Source: an optimization exercise on an open RTL-to-GDS flow (aim: small area, a short achievable clock period and few clock cycles per item). Production flows keep margins and buffers that such runs may drop. Only simulation tests tie the RTL to the original design; equivalence was not proved. No activity file was given, so power comes from the tool's default toggle rates.

## one_shot_timer_queue_top
module one_shot_timer_queue_top (
    input  logic          clk,
    input  logic          rst_n,
    input  logic          start,
    output logic          busy,
    input  logic [33:0]   req,
    output logic          result_valid,
    output logic [19:0]   rsp
);
Size in the first run: ~3,000 cells after synthesis, roughly 59 I/O pins, roughly 37,000 sq um of cells after synthesis.
clock: 10.0 ns
lec_check: 0
cap_margin: 30
core_margin: 2
core_utilization: 60
cts_cluster_diameter: 60
cts_cluster_size: 20
slew_margin: 20
standard.sh (not shown) runs the stock make flow with config.mk's settings and CLKGATE_MAP_FILE= SYNTH_SCRIPT=/design/flow/synth_recipe.tcl, a recipe that flattens the netlist after the stock synthesis.
==> flow/flow/run.sh <==
#!/bin/bash
# The standard layout, with timing repair aimed 7 ns below the clock period.
set -euo pipefail
bash standard.sh SETUP_SLACK_MARGIN=7 finish > make.log 2>&1
Testbench counts at the start, summed over its fixed seeds: cycles 8,095, requests 8,008.
Change:
==> flow/flow/run.sh (replaced) <==
#!/bin/bash
# The standard layout, with timing repair aimed 7.5 ns below the clock period.
set -euo pipefail
bash standard.sh SETUP_SLACK_MARGIN=7.5 finish > make.log 2>&1
--- a/flow/config.mk
+++ b/flow/config.mk
@@ -10,4 +10,4 @@
 export CORE_UTILIZATION = 60
-export CTS_CLUSTER_DIAMETER = 60
-export CTS_CLUSTER_SIZE = 20
+export CTS_CLUSTER_DIAMETER = 80
+export CTS_CLUSTER_SIZE = 25
 export SLEW_MARGIN = 20
Wire length went up by about a fifth.
Worst setup slack improved by 0.077 ns.
Synthesized area does not change.
Via count rose by about a fifth.
Change:
==> flow/flow/run.sh (replaced) <==
#!/bin/bash
# The standard layout, with timing repair aimed 6.6 ns below the clock period.
set -euo pipefail
bash standard.sh SETUP_SLACK_MARGIN=6.6 finish > make.log 2>&1
Clock-buffer cell count increases by 1.
Cell count decreases by 9.0%.
First-iteration DRC count decreases by 9.9%.
Routed wire length decreases by 17%.
Final area decreases by 19%.
Change:
==> flow/flow/run.sh (replaced) <==
#!/bin/bash
# The standard layout, with timing repair aimed 7 ns below the clock period.
set -euo pipefail
bash standard.sh SETUP_SLACK_MARGIN=7 finish > make.log 2>&1
--- a/flow/config.mk
+++ b/flow/config.mk
@@ -9,3 +9,3 @@
 export CORE_MARGIN = 2
-export CORE_UTILIZATION = 60
+export CORE_UTILIZATION = 65
 export CTS_CLUSTER_DIAMETER = 80
The changed run ran to the end with no violations.
Non-clock buffer count rises by 45.
Cell area rises by 2.5%.
Global-route usage rises by 2.2 points.
Clock-buffer cell count rises by 2.
Routed wire length falls by 0.64%.
Power rises by 2.7%.
Register-to-register slack improves by 0.34 ns.
Change:
--- a/flow/config.mk
+++ b/flow/config.mk
@@ -9,3 +9,3 @@
 export CORE_MARGIN = 2
-export CORE_UTILIZATION = 65
+export CORE_UTILIZATION = 55
 export CTS_CLUSTER_DIAMETER = 80
The changed run went through all stages and came out clean; sequential share of layout area drops by 1.0 points; setup slack improves by 0.040 ns; final area climbs by 1.8%; flip-flop and latch count is unchanged; global-route usage drops by 5.2 points; synthesized cell count is unchanged; power climbs by 1.5%.
Change:
--- a/flow/config.mk
+++ b/flow/config.mk
@@ -7,5 +7,5 @@
 export LEC_CHECK = 0
-export CAP_MARGIN = 30
+export CAP_MARGIN = 25
 export CORE_MARGIN = 2
-export CORE_UTILIZATION = 55
+export CORE_UTILIZATION = 60
 export CTS_CLUSTER_DIAMETER = 80
What happened: Routed wire length shrinks by 3.8%. Synthesized cell count does not change. Utilization increases by 4.8 points. Cell count is lower by 3.2%. Non-clock buffer count came out lower by 41. Power shrinks by 2.3%.

========
The RTL this note starts from:
==> flow/design.v <==
package otq_pkg;
    localparam int NUM_TIMERS = 16;
    localparam int ID_WIDTH   = 16;
    localparam int DLY_WIDTH  = 16;
    localparam logic [1:0] ACT_ADD    = 2'd0;
    localparam logic [1:0] ACT_CANCEL = 2'd1;
    localparam logic [1:0] ACT_TICK   = 2'd2;
    localparam logic [2:0] KIND_ADDED     = 3'd0;
    localparam logic [2:0] KIND_FULL      = 3'd1;
    localparam logic [2:0] KIND_CANCELLED = 3'd2;
    localparam logic [2:0] KIND_NOTFOUND  = 3'd3;
    localparam logic [2:0] KIND_EXPIRED   = 3'd4;
endpackage
module one_shot_timer_queue_top (
    input  logic          clk,
    input  logic          rst_n,
    input  logic          start,
    output logic          busy,
    input  logic [33:0]   req,
    output logic          result_valid,
    output logic [19:0]   rsp
);
    localparam int N = otq_pkg::NUM_TIMERS;
    logic        add_reg, cancel_reg, tick_reg;
    logic [15:0] rdm2_reg;          
    logic        rz_reg;            
    logic        rdn_reg;           
    logic [15:0] key_reg;
    logic        busy_reg;
    logic        drn_reg;           
    logic [15:0] now_reg;           
    logic [15:0] nid_reg;           
    logic        res_reg;
    logic [19:0] rsp_reg;
    logic [N-1:0] valid_reg;
    logic [N-1:0] dn_reg;           
    logic [N-1:0] r_reg;            
    logic [15:0]  ex2_reg [N];      
    logic [15:0]  id_reg  [N];
    logic [N-1:0] q_reg   [N];      
    assign busy         = busy_reg;
    assign result_valid = res_reg;
    assign rsp          = rsp_reg;
    logic do_add, do_cancel, do_tick, do_exp;
    assign do_add    = add_reg;
    assign do_cancel = cancel_reg;
    assign do_tick   = tick_reg;
    assign do_exp    = do_tick | drn_reg;
    logic [N-1:0] id_eq, id_lt;
    logic [N-1:0] free, fs;
    logic         full;
    assign free = ~valid_reg;
    assign full = ~|free;
    logic [N-1:0] cm, cs;
    logic         found;
    assign cm    = valid_reg & id_eq;
    assign found = |cm;
    always_comb
    begin
        for (int i = 0; i < N; i++)
        begin
            fs[i] = free[i];
            cs[i] = cm[i];
            for (int k = 0; k < i; k++)
            begin
                if (free[k]) fs[i] = 1'b0;
                if (cm[k])   cs[i] = 1'b0;
            end
        end
    end
    logic [N-1:0] due, win;
    logic         any_due, more;
    logic [15:0]  win_id;
    assign due     = dn_reg;
    assign any_due = |due;
    always_comb
    begin
        for (int i = 0; i < N; i++)
        begin
            win[i] = due[i];
            for (int j = 0; j < N; j++)
            begin
                if (j < i && due[j] && q_reg[j][i])  win[i] = 1'b0;
                if (j > i && due[j] && !q_reg[i][j]) win[i] = 1'b0;
            end
        end
    end
    logic more3;
    always_comb
    begin
        logic seen, seen2;
        seen  = 1'b0;
        seen2 = 1'b0;
        more  = 1'b0;
        more3 = 1'b0;
        for (int i = 0; i < N; i++)
        begin
            if (due[i] && seen2) more3 = 1'b1;
            if (due[i] && seen)  more  = 1'b1;
            if (due[i] && seen)  seen2 = 1'b1;
            if (due[i])          seen  = 1'b1;
        end
    end
    always_comb
    begin
        win_id = '0;
        for (int i = 0; i < N; i++)
            win_id = win_id | ({16{win[i]}} & id_reg[i]);
    end
    logic [15:0] new_exp;
    logic        new_z, new_dn;
    assign new_exp = now_reg + rdm2_reg;
    assign new_z   = rz_reg;
    assign new_dn  = rdn_reg;
    logic [N-1:0] z;               
    always_comb
        for (int k = 0; k < N; k++)
            z[k] = dn_reg[k] & (ex2_reg[k][0] == now_reg[0]);
    logic [N-1:0] ex_eq;           
    always_comb
        for (int k = 0; k < N; k++)
            ex_eq[k] = (ex2_reg[k] == now_reg);
    logic [N-1:0] wr;              
    logic [N-1:0] clr;             
    assign wr  = do_add ? fs : '0;
    assign clr = (do_cancel ? cs : '0) | (do_exp ? win : '0);
    logic        nid_inc, nid_max;
    logic [15:0] nid_next;
    assign nid_inc  = do_add & ~full;
    assign nid_max  = (nid_reg == 16'hFFFF);
    assign nid_next = nid_inc ? nid_reg + 16'd1 : nid_reg;
    logic        dn_upd;
    assign dn_upd  = do_exp & ~more;
    logic [N-1:0] nb_hi, nb_lo, above, qa;
    always_comb
    begin
        for (int k = 0; k < N; k++)
        begin
            nb_hi[k] = (new_z & ~z[k]) | ((new_z == z[k]) & (id_lt[k] | id_eq[k]));
            nb_lo[k] = (new_z & ~z[k]) | ((new_z == z[k]) & id_lt[k]);
            above[k] = 1'b0;
            for (int m = 0; m < k; m++)
                if (fs[m]) above[k] = 1'b1;
            qa[k] = fs[k] ? 1'b0 : (above[k] ? ~nb_hi[k] : nb_lo[k]);
        end
    end
    for (genvar i = 0; i < N; i++)
    begin : g_slot
        assign id_eq[i] = (key_reg == id_reg[i]);
        assign id_lt[i] = r_reg[i] & ~id_eq[i];
        always_ff @(posedge clk or negedge rst_n)
        begin
            if (!rst_n)
                dn_reg[i] <= 1'b0;
            else if (wr[i])
                dn_reg[i] <= new_dn;
            else if (clr[i])
                dn_reg[i] <= 1'b0;
            else if (dn_upd)
                dn_reg[i] <= valid_reg[i] & ex_eq[i];
        end
        always_ff @(posedge clk or negedge rst_n)
        begin
            if (!rst_n)
                valid_reg[i] <= 1'b0;
            else if (wr[i])
                valid_reg[i] <= 1'b1;
            else if (clr[i])
                valid_reg[i] <= 1'b0;
        end
        always_ff @(posedge clk)
        begin
            if (wr[i])
            begin
                ex2_reg[i] <= new_exp;
                id_reg[i]  <= nid_reg;
            end
            if (wr[i])
                r_reg[i] <= nid_max;
            else if (nid_inc)
                r_reg[i] <= nid_max | id_lt[i];
        end
        for (genvar j = i + 1; j < N; j++)
        begin : g_pair
            always_ff @(posedge clk)
            begin
                if (wr[i] || wr[j])
                    q_reg[i][j] <= ~(qa[i] | qa[j]);
            end
        end
    end
    logic drn_next;
    assign drn_next = do_exp & more;
    logic two_eq, sup2, take, take_tick;
    always_comb
    begin
        logic seen;
        seen   = 1'b0;
        two_eq = 1'b0;
        for (int i = 0; i < N; i++)
        begin
            if (valid_reg[i] && ex_eq[i] && seen) two_eq = 1'b1;
            if (valid_reg[i] && ex_eq[i])         seen   = 1'b1;
        end
    end
    assign sup2 = dn_upd ? two_eq : (more | (any_due & nid_inc & rdn_reg));
    assign take      = start & ~busy_reg;
    assign take_tick = take & (req[33:32] == otq_pkg::ACT_TICK);
    always_ff @(posedge clk or negedge rst_n)
    begin
        if (!rst_n)
        begin
            add_reg    <= 1'b0;
            cancel_reg <= 1'b0;
            tick_reg   <= 1'b0;
            busy_reg   <= 1'b0;
            drn_reg    <= 1'b0;
            now_reg    <= 16'd0;
            nid_reg    <= 16'd0;
            res_reg    <= 1'b0;
        end
        else
        begin
            add_reg    <= take & (req[33:32] == otq_pkg::ACT_ADD);
            cancel_reg <= take & (req[33:32] == otq_pkg::ACT_CANCEL);
            tick_reg   <= take_tick;
            busy_reg   <= (do_exp & more3) | (take_tick & sup2);
            drn_reg  <= drn_next;
            if (dn_upd)
                now_reg <= now_reg + 16'd1;
            nid_reg  <= nid_next;
            res_reg  <= do_add | do_cancel | (do_exp & any_due);
        end
    end
    always_ff @(posedge clk)
    begin
        rdm2_reg <= req[31:16] - 16'd2;
        rz_reg   <= (req[31:16] == 16'd0);
        rdn_reg  <= (req[31:17] == 15'd0);
        key_reg  <= (req[33:32] == otq_pkg::ACT_ADD) ? nid_next : req[15:0];
    end
    always_ff @(posedge clk)
    begin
        if (do_exp)
            rsp_reg <= {otq_pkg::KIND_EXPIRED, win_id, ~more};
        else if (add_reg)
            rsp_reg <= full ? {otq_pkg::KIND_FULL, 16'd0, 1'b1}
                            : {otq_pkg::KIND_ADDED, key_reg, 1'b1};
        else
            rsp_reg <= {found ? otq_pkg::KIND_CANCELLED : otq_pkg::KIND_NOTFOUND,
                        key_reg, 1'b1};
    end
endmodule
==> flow/config.mk <==
export PLATFORM = sky130hd
export DESIGN_NAME = one_shot_timer_queue_top
export DESIGN_NICKNAME = one_shot_timer_queue_top
export VERILOG_FILES = /design/flow/design.v
export SDC_FILE = /design/flow/constraint.sdc
export NUM_CORES = 4
export LEC_CHECK = 0
export CAP_MARGIN = 30
export CORE_MARGIN = 2
export CORE_UTILIZATION = 60
export CTS_CLUSTER_DIAMETER = 80
export CTS_CLUSTER_SIZE = 25
export PLACE_DENSITY = 0.72
export SLEW_MARGIN = 20
==> flow/constraint.sdc <==
create_clock -name core_clock -period 10.0 [get_ports {clk}]
set_input_delay 2.0000 -clock core_clock [delete_from_list [all_inputs] [get_ports {clk}]]
set_output_delay 2.0000 -clock core_clock [all_outputs]
set_load 0.01 [all_outputs]
==> flow/flow/run.sh <==
#!/bin/bash
# The standard layout, with timing repair aimed 7 ns below the clock period.
set -euo pipefail
bash standard.sh SETUP_SLACK_MARGIN=7 finish > make.log 2>&1
Testbench counts at the start, summed over its fixed seeds: cycles 8,098, requests 8,008.
==> next run, changes <==
Settings changed: CORE_UTILIZATION 60 to 62, PLACE_DENSITY 0.72 to unset.
=>
- The changed run completed with no timing, DRC or antenna violations
- critical path depth is lower by 9
- worst setup slack gets worse by 3.7 ps
- wire length hardly moves
- power went down by about 1.3%
- cell area went up by 0.68%
- clock power goes down by about 3%
- core utilization rose by 2.4 points
- cell count went up by about 0.65%
- count of clock-buffer cells in the layout is unchanged

==> what the ideal ports hide <==
In the flow no input, the clock included, has a driving cell. The finished layouts below were timed again as built, in two steps. Step 1 assumes that a clkbuf_16 drives the clock port and a buf_2 every other input. Step 2 moves the port delays by t, midway between the first and last clock arrival at a register: inputs arrive t later, outputs are due t later. That takes back most of the time a late clock gives input paths. a / b / c = ideal / step 1 / step 2; a / b = the first two.
run	t (ns)	setup slack, ns	latest minus earliest clock arrival (ns)	slew at the worst register clock pin (ns)	pins driven straight from the clock port
the first run of note 1	0.709	6.755 / 6.692 / 6.383	0.034 / 0.034	0.09 / 0.09	1
the second run of note 1	0.716	6.831 / 6.763 / 6.697	0.039 / 0.038	0.11 / 0.11	1
the third run of note 1	0.678	6.553 / 6.553 / 6.073	0.043 / 0.042	0.11 / 0.11	1
the fourth run of note 1	0.678	6.767 / 6.704 / 6.410	0.035 / 0.035	0.11 / 0.11	1
the fifth run of note 1	0.681	6.806 / 6.738 / 6.397	0.040 / 0.040	0.10 / 0.10	1
the sixth run of note 1	0.673	6.779 / 6.714 / 6.393	0.028 / 0.028	0.11 / 0.11	1
the first run of note 2	0.692	6.818 / 6.779 / 6.425	0.035 / 0.036	0.11 / 0.11	1
the second run of note 2	0.678	6.815 / 6.750 / 6.430	0.022 / 0.022	0.11 / 0.11	1
After both steps every run listed still meets setup and hold. For the third run of note 1, which loses most, drivers alone change the setup slack by 0.000 ns; drivers and shift together by -0.480 ns.
